Background: an optimization exercise with open tools, aiming at small area and a short achievable clock period. Do not read the settings as production practice.
Only simulation tests tie the RTL to the original design; equivalence was not proved.
Power is estimated from default activity; no workload was simulated.

## alpha
Design fp32_fma, start of the top module:
module fp32_fma (
    input  logic    clk,
    input  logic    rst_n,
    input  logic    in_valid,
    input  fma_pkg::fp32_t   a,
    input  fma_pkg::fp32_t   b,
    input  fma_pkg::fp32_t   c,
    input  fma_pkg::rmode_t  rm,
    output logic    out_valid,
    output fma_pkg::fp32_t   result,
    output fma_pkg::fflags_t flags
);
Size: roughly 430 flip-flops, about 140 I/O pins, roughly 39000 um^2 of cells after synthesis.
Settings: LEC_CHECK=0, CAP_MARGIN=20, CORE_MARGIN=2, CORE_UTILIZATION=60, CTS_BUF_LIST=sky130_fd_sc_hd__clkbuf_4 sky130_fd_sc_hd__clkbuf_8, PLACE_DENSITY=0.72, SETUP_SLACK_MARGIN=5, SLEW_MARGIN=20; clock period 10.5 ns.
run.sh (not shown) runs the stock make flow with config.mk's settings and CLKGATE_MAP_FILE= SYNTH_SCRIPT=/design/flow/synth_recipe.tcl, a recipe that flattens the netlist after the stock synthesis.
The inputs of beta differ from those of alpha as listed below.
==> flow/flow/run.sh (new file) <==
#!/bin/bash
set -euo pipefail
bash standard.sh "BUFFER_PORTS_ARGS=-buffer_cell sky130_fd_sc_hd__buf_2" finish > flow_make.log 2>&1
==> flow/standard.sh (new file) <==
#!/bin/bash
# synth_recipe.tcl (not shown) runs the flow's synth.tcl, then flattens the netlist and writes it again
# the make line also repeats each setting of config.mk as NAME=value (left out here)
make -C /OpenROAD-flow-scripts/flow DESIGN_CONFIG=/design/flow/config.mk WORK_HOME=/design/flow/orfs CLKGATE_MAP_FILE= SYNTH_SCRIPT=/design/flow/synth_recipe.tcl "${@:-finish}"
removed: flow/run.sh
--- outcome ---
alpha and beta ended up with roughly the same total area of sequential cells. Looking at count of clock-buffer cells in the layout across alpha and beta, the one that comes out higher is alpha. Side by side, register fraction of the total cell area turned out higher in beta than in alpha. Comparing alpha and beta, the higher count of instances resized after the clock tree is built was measured on alpha. Summary of the comparison: cell area is lower in beta, relative to alpha. In the reports for alpha and beta, the larger global-route wire length before repair belongs to beta. beta packs its core looser than alpha. beta vs alpha, slowest cell on the critical path: or3_1 vs clkdlybuf4s50_1. Share of total power in combinational logic ends up higher on alpha. Looking only at final period demand of the worst path, and setting everything else aside, the higher value of alpha and beta goes to alpha. beta — pin count of the biggest net entering global routing 43% higher, alpha as reference.

Another version of the RTL of fp32_fma (not shown whole).
Size: about 4400 cells after synthesis, roughly 140 I/O pins, ~0.038 mm^2 of cells after synthesis.
make LEC_CHECK=0 CAP_MARGIN=20 CORE_MARGIN=2 CORE_UTILIZATION=60 CTS_BUF_LIST='sky130_fd_sc_hd__clkbuf_4 sky130_fd_sc_hd__clkbuf_8' PLACE_DENSITY=0.72 SETUP_SLACK_MARGIN=5 SLEW_MARGIN=20 finish   # period 10.5 ns
Stock flow here: none of the scripts above is used.
==> next run, changes <==
==> flow/flow/run.sh (new file) <==
#!/bin/bash
set -euo pipefail
bash standard.sh "BUFFER_PORTS_ARGS=-buffer_cell sky130_fd_sc_hd__buf_2" finish > flow_make.log 2>&1
==> flow/standard.sh (new file) <==
#!/bin/bash
# synth_recipe.tcl (not shown) runs the flow's synth.tcl, then flattens the netlist and writes it again
# the make line also repeats each setting of config.mk as NAME=value (left out here)
make -C /OpenROAD-flow-scripts/flow DESIGN_CONFIG=/design/flow/config.mk WORK_HOME=/design/flow/orfs CLKGATE_MAP_FILE= SYNTH_SCRIPT=/design/flow/synth_recipe.tcl "${@:-finish}"
removed: flow/run.sh
Outcome: The changed run completed without violations. Wire length went down by 1.2%. Sequential power falls by about 1%. Non-clock buffer count went down by 8. First-iteration DRC count increases by 8.0%. Die area does not change. Worst setup slack stays flat. Worst hold slack improves by 0.034 ns.

fp32_fma, a different RTL version from the one above (not shown whole).
Size in the first run: about 140 I/O pins, ~39000 um^2 of cells after synthesis.
// fp32_fma
module fp32_fma (
    input  logic    clk,
    input  logic    rst_n,
    input  logic    in_valid,
    input  fma_pkg::fp32_t   a,
    input  fma_pkg::fp32_t   b,
    input  fma_pkg::fp32_t   c,
    input  fma_pkg::rmode_t  rm,
    output logic    out_valid,
    output fma_pkg::fp32_t   result,
    output fma_pkg::fflags_t flags
);
    localparam int SW = fma_pkg::SIDE_W;
    logic        v1;
    logic [23:0] ma1, mc1;
    logic [12:0] b_one1;
    logic [11:0] b_two1, b_neg1;
    logic signed [10:0] prod_expo1;
    logic [7:0]  ec1;
    logic        prod_zero1, is_sub1;
    logic [7:0]  side1;
    logic        v2;
    logic [50:0] row_a2, row_b2;
    logic        s3_2, sp2, kill2;
    logic [75:51] x_hi2;
    logic        is_sub2;
    logic [SW-1:0] side2;
    logic        v3;
    logic [75:0] mag3;
    logic [9:0]  lim_hi3;
    logic [7:0]  lim_lo3;
    logic        sign3, is_sub3;
    logic [SW-1:0] side3;
    logic [24:0] frac4;
    logic        subnormal4, sticky4, zero4, huge4, e254_4, sign4, is_sub4;
    logic [7:0]  vexp4, side4;
    fma_unpack u_unpack (
        .clk(clk), .rst_n(rst_n), .in_valid(in_valid), .a(a), .b(b), .c(c), .rm(rm),
        .out_valid(v1), .ma_q(ma1), .b_one_q(b_one1), .b_two_q(b_two1), .b_neg_q(b_neg1),
        .mc_q(mc1), .prod_expo_q(prod_expo1), .ec_q(ec1), .prod_zero_q(prod_zero1),
        .is_sub_q(is_sub1), .side_q(side1)
    );
    fma_mac u_mac (
        .clk(clk), .rst_n(rst_n), .in_valid(v1), .ma(ma1), .b_one(b_one1), .b_two(b_two1),
  ...
Settings: LEC_CHECK=0, CAP_MARGIN=20, CORE_MARGIN=2, CORE_UTILIZATION=60, CTS_BUF_LIST=sky130_fd_sc_hd__clkbuf_4 sky130_fd_sc_hd__clkbuf_8, PLACE_DENSITY=0.72, SETUP_SLACK_MARGIN=5, SLEW_MARGIN=20; clock period 10.5 ns.
standard.sh (not shown) runs the stock make flow with config.mk's settings and CLKGATE_MAP_FILE= SYNTH_SCRIPT=/design/flow/synth_recipe.tcl, a recipe that flattens the netlist after the stock synthesis.
==> flow/flow/run.sh <==
#!/bin/bash
set -euo pipefail
bash standard.sh SETUP_SLACK_MARGIN=6 finish > flow_make.log 2>&1
The starting point passed the timing, design-rule and antenna checks.
Rerun with:
==> flow/run.sh (new file) <==
#!/bin/bash
# synth_recipe.tcl (not shown) runs the flow's synth.tcl, then flattens the netlist and writes it again
# the make line also repeats each setting of config.mk as NAME=value (left out here)
make -C /OpenROAD-flow-scripts/flow DESIGN_CONFIG=/design/flow/config.mk WORK_HOME=/design/flow/orfs CLKGATE_MAP_FILE= SYNTH_SCRIPT=/design/flow/synth_recipe.tcl finish
--- a/flow/config.mk
+++ b/flow/config.mk
@@ -8 +8 @@
-export CAP_MARGIN = 20
+export CAP_MARGIN = 50
@@ -11 +10,0 @@
-export CTS_BUF_LIST = sky130_fd_sc_hd__clkbuf_4 sky130_fd_sc_hd__clkbuf_8
@@ -14 +13 @@
-export SLEW_MARGIN = 20
+export SLEW_MARGIN = 60
removed: flow/flow/run.sh
removed: flow/standard.sh
The changed run went through all stages and came out clean.
Final area falls by about 6%.
Power falls by 5.1%.
Global-route usage falls by 3.0 points.
Rerun with:
--- a/flow/config.mk
+++ b/flow/config.mk
@@ -8 +8 @@
-export CAP_MARGIN = 50
+export CAP_MARGIN = 20
@@ -10,0 +11 @@
+export CTS_BUF_LIST = sky130_fd_sc_hd__clkbuf_4 sky130_fd_sc_hd__clkbuf_8
@@ -13 +14 @@
-export SLEW_MARGIN = 60
+export SLEW_MARGIN = 20
What happened: Area after synthesis is unchanged. Via count rises by 0.90%. Non-clock buffer count drops by 2. Sequential share of layout area is about the same. Final cell count went up by 0.88%. First-iteration DRC count came out higher by 1.6%. Critical path depth went up by 3. Synthesized cell count stays the same. Final area went down by 0.47%. Maximum frequency went up by 0.97%.
Rerun with:
--- a/flow/config.mk
+++ b/flow/config.mk
@@ -11 +10,0 @@
-export CTS_BUF_LIST = sky130_fd_sc_hd__clkbuf_4 sky130_fd_sc_hd__clkbuf_8
Result: First-iteration DRC count climbs by 1.7%; worst hold slack gets better by 8.9 ps; sequential power stays flat; final cell count drops by 0.91%; die area is unchanged; clock power barely changes; wire length drops by 0.56%; sequential cell count does not change; worst setup slack gets worse by 43 ps.

## amber
fp32_fma, a different RTL version from the one above (not shown whole).
Size: about 5000 cells after synthesis, roughly 430 flip-flops, about 140 I/O pins, ~42000 um^2 of cells after synthesis.
==> flow/config.mk <==
export PLATFORM = sky130hd
export DESIGN_NAME = fp32_fma
export DESIGN_NICKNAME = fp32_fma
export VERILOG_FILES = /design/flow/design.v
export SDC_FILE = /design/flow/constraint.sdc
export NUM_CORES = 4
export LEC_CHECK = 0
export CAP_MARGIN = 20
export CORE_MARGIN = 2
export CORE_UTILIZATION = 60
export PLACE_DENSITY = 0.72
export SETUP_SLACK_MARGIN = 5
export SLEW_MARGIN = 20
export TNS_END_PERCENT = 5
==> flow/constraint.sdc <==
create_clock -name core_clock -period 10.5 [get_ports {clk}]
set_input_delay 2.1000 -clock core_clock [delete_from_list [all_inputs] [get_ports {clk}]]
set_output_delay 2.1000 -clock core_clock [all_outputs]
set_load 0.01 [all_outputs]
run.sh (not shown) runs the stock make flow with config.mk's settings and CLKGATE_MAP_FILE= SYNTH_SCRIPT=/design/flow/synth_recipe.tcl, a recipe that flattens the netlist after the stock synthesis.
Stock flow here: none of the scripts above is used.
Input-level comparison between pepper and amber:
Settings: TNS_END_PERCENT no longer set, was 5.
--- outcome ---
On total global routing track utilization, amber and pepper are basically level. Routed wire in pepper totals more than in amber. Min routed length on met3 across amber and pepper: pepper. Against amber as the reference, pepper delivers a lower length in cells of the worst reg-to-reg path. amber and pepper ended up with nearly the same detail-routed net length per standard cell. Taking amber as the reference, in pepper arrival time of data at the critical path endpoint saw a decrease; setup slack saw an increase; net switching fraction of the power saw little to no change; required time of the worst setup path saw little to no change. Any difference in final core utilization between pepper and amber is small enough to ignore. Of the two values seen for cell at the slowest stage of the critical path, dfxtp_1 was produced by pepper and clkdlybuf4s50_1 by amber. Total number of cells along the worst setup path: lower on amber.
Setup changes, pepper to raven
Settings: PLACE_DENSITY: 0.72 -> 0.6; CORE_UTILIZATION: 60 -> 40.
[summary]
- Going from pepper to raven, routed wire length grows by 4200 um.
- Changes observed in raven relative to pepper: relative slew slack dropped 1.9 points, design area higher, power per cell area decreased 3.3 nW/um^2, final worst slack fell 20 ps, leakage power has remained practically unchanged.
- Relative to pepper, the average detailed-routed wire length per instance of raven is lower by about 4.4%.

afterwards: timing with drivers on the ports:
How much do the figures lean on ideal ports? The routed layouts below were timed once more, with nothing changed but the port constraints.
Step 1 (the two cells are an assumption about what drives the block):
set clk [get_ports {clk}]
set_driving_cell -lib_cell sky130_fd_sc_hd__clkbuf_16 $clk
set_driving_cell -lib_cell sky130_fd_sc_hd__buf_2 [delete_from_list [all_inputs] $clk]
Step 2 also shifts input and output timing later by t, the mid clock arrival at the registers, as if the neighbouring blocks saw the same clock.
Slacks: ideal / step 1 / step 2; pairs: ideal / step 1.
run | shift t [ns] | slack for setup (ns) | worst hold slack (ns) | latest minus earliest clock arrival (ns) | worst slew at a driven data input, ns
alpha | 0.756 | 5.098 / 5.037 / 5.179 | 0.301 / 0.301 / 0.301 | 0.046 / 0.046 | 0.05
beta | 0.755 | 5.159 / 5.092 / 5.171 | 0.314 / 0.314 / 0.314 | 0.060 / 0.060 | 0.04
the first run of note 2 | 0.748 | 4.915 / 4.846 / 5.215 | 0.291 / 0.291 / 0.291 | 0.071 / 0.071 | 0.06
the second run of note 2 | 0.736 | 4.913 / 4.848 / 5.272 | 0.325 / 0.325 / 0.325 | 0.067 / 0.067 | 0.04
the first run of note 3 | 0.754 | 5.360 / 5.297 / 5.466 | 0.303 / 0.303 / 0.303 | 0.038 / 0.039 | 0.05
the second run of note 3 | 0.674 | 5.041 / 4.972 / 5.300 | 0.316 / 0.316 / 0.316 | 0.040 / 0.041 | 0.05
the third run of note 3 | 0.740 | 5.094 / 5.034 / 5.207 | 0.312 / 0.312 / 0.312 | 0.056 / 0.055 | 0.04
the fourth run of note 3 | 0.672 | 5.051 / 4.981 / 5.100 | 0.321 / 0.321 / 0.321 | 0.032 / 0.031 | 0.04
amber | 0.680 | 4.824 / 4.756 / 5.049 | 0.323 / 0.323 / 0.323 | 0.069 / 0.069 | 0.05
pepper | 0.682 | 5.165 / 5.097 / 5.183 | 0.325 / 0.325 / 0.325 | 0.071 / 0.071 | 0.05
raven | 0.701 | 5.145 / 5.072 / 4.871 | 0.323 / 0.323 / 0.323 | 0.046 / 0.047 | 0.05
After both steps every run listed still meets setup and hold. For raven, which loses most, drivers alone change the setup slack by -0.073 ns; drivers and shift together by -0.274 ns.
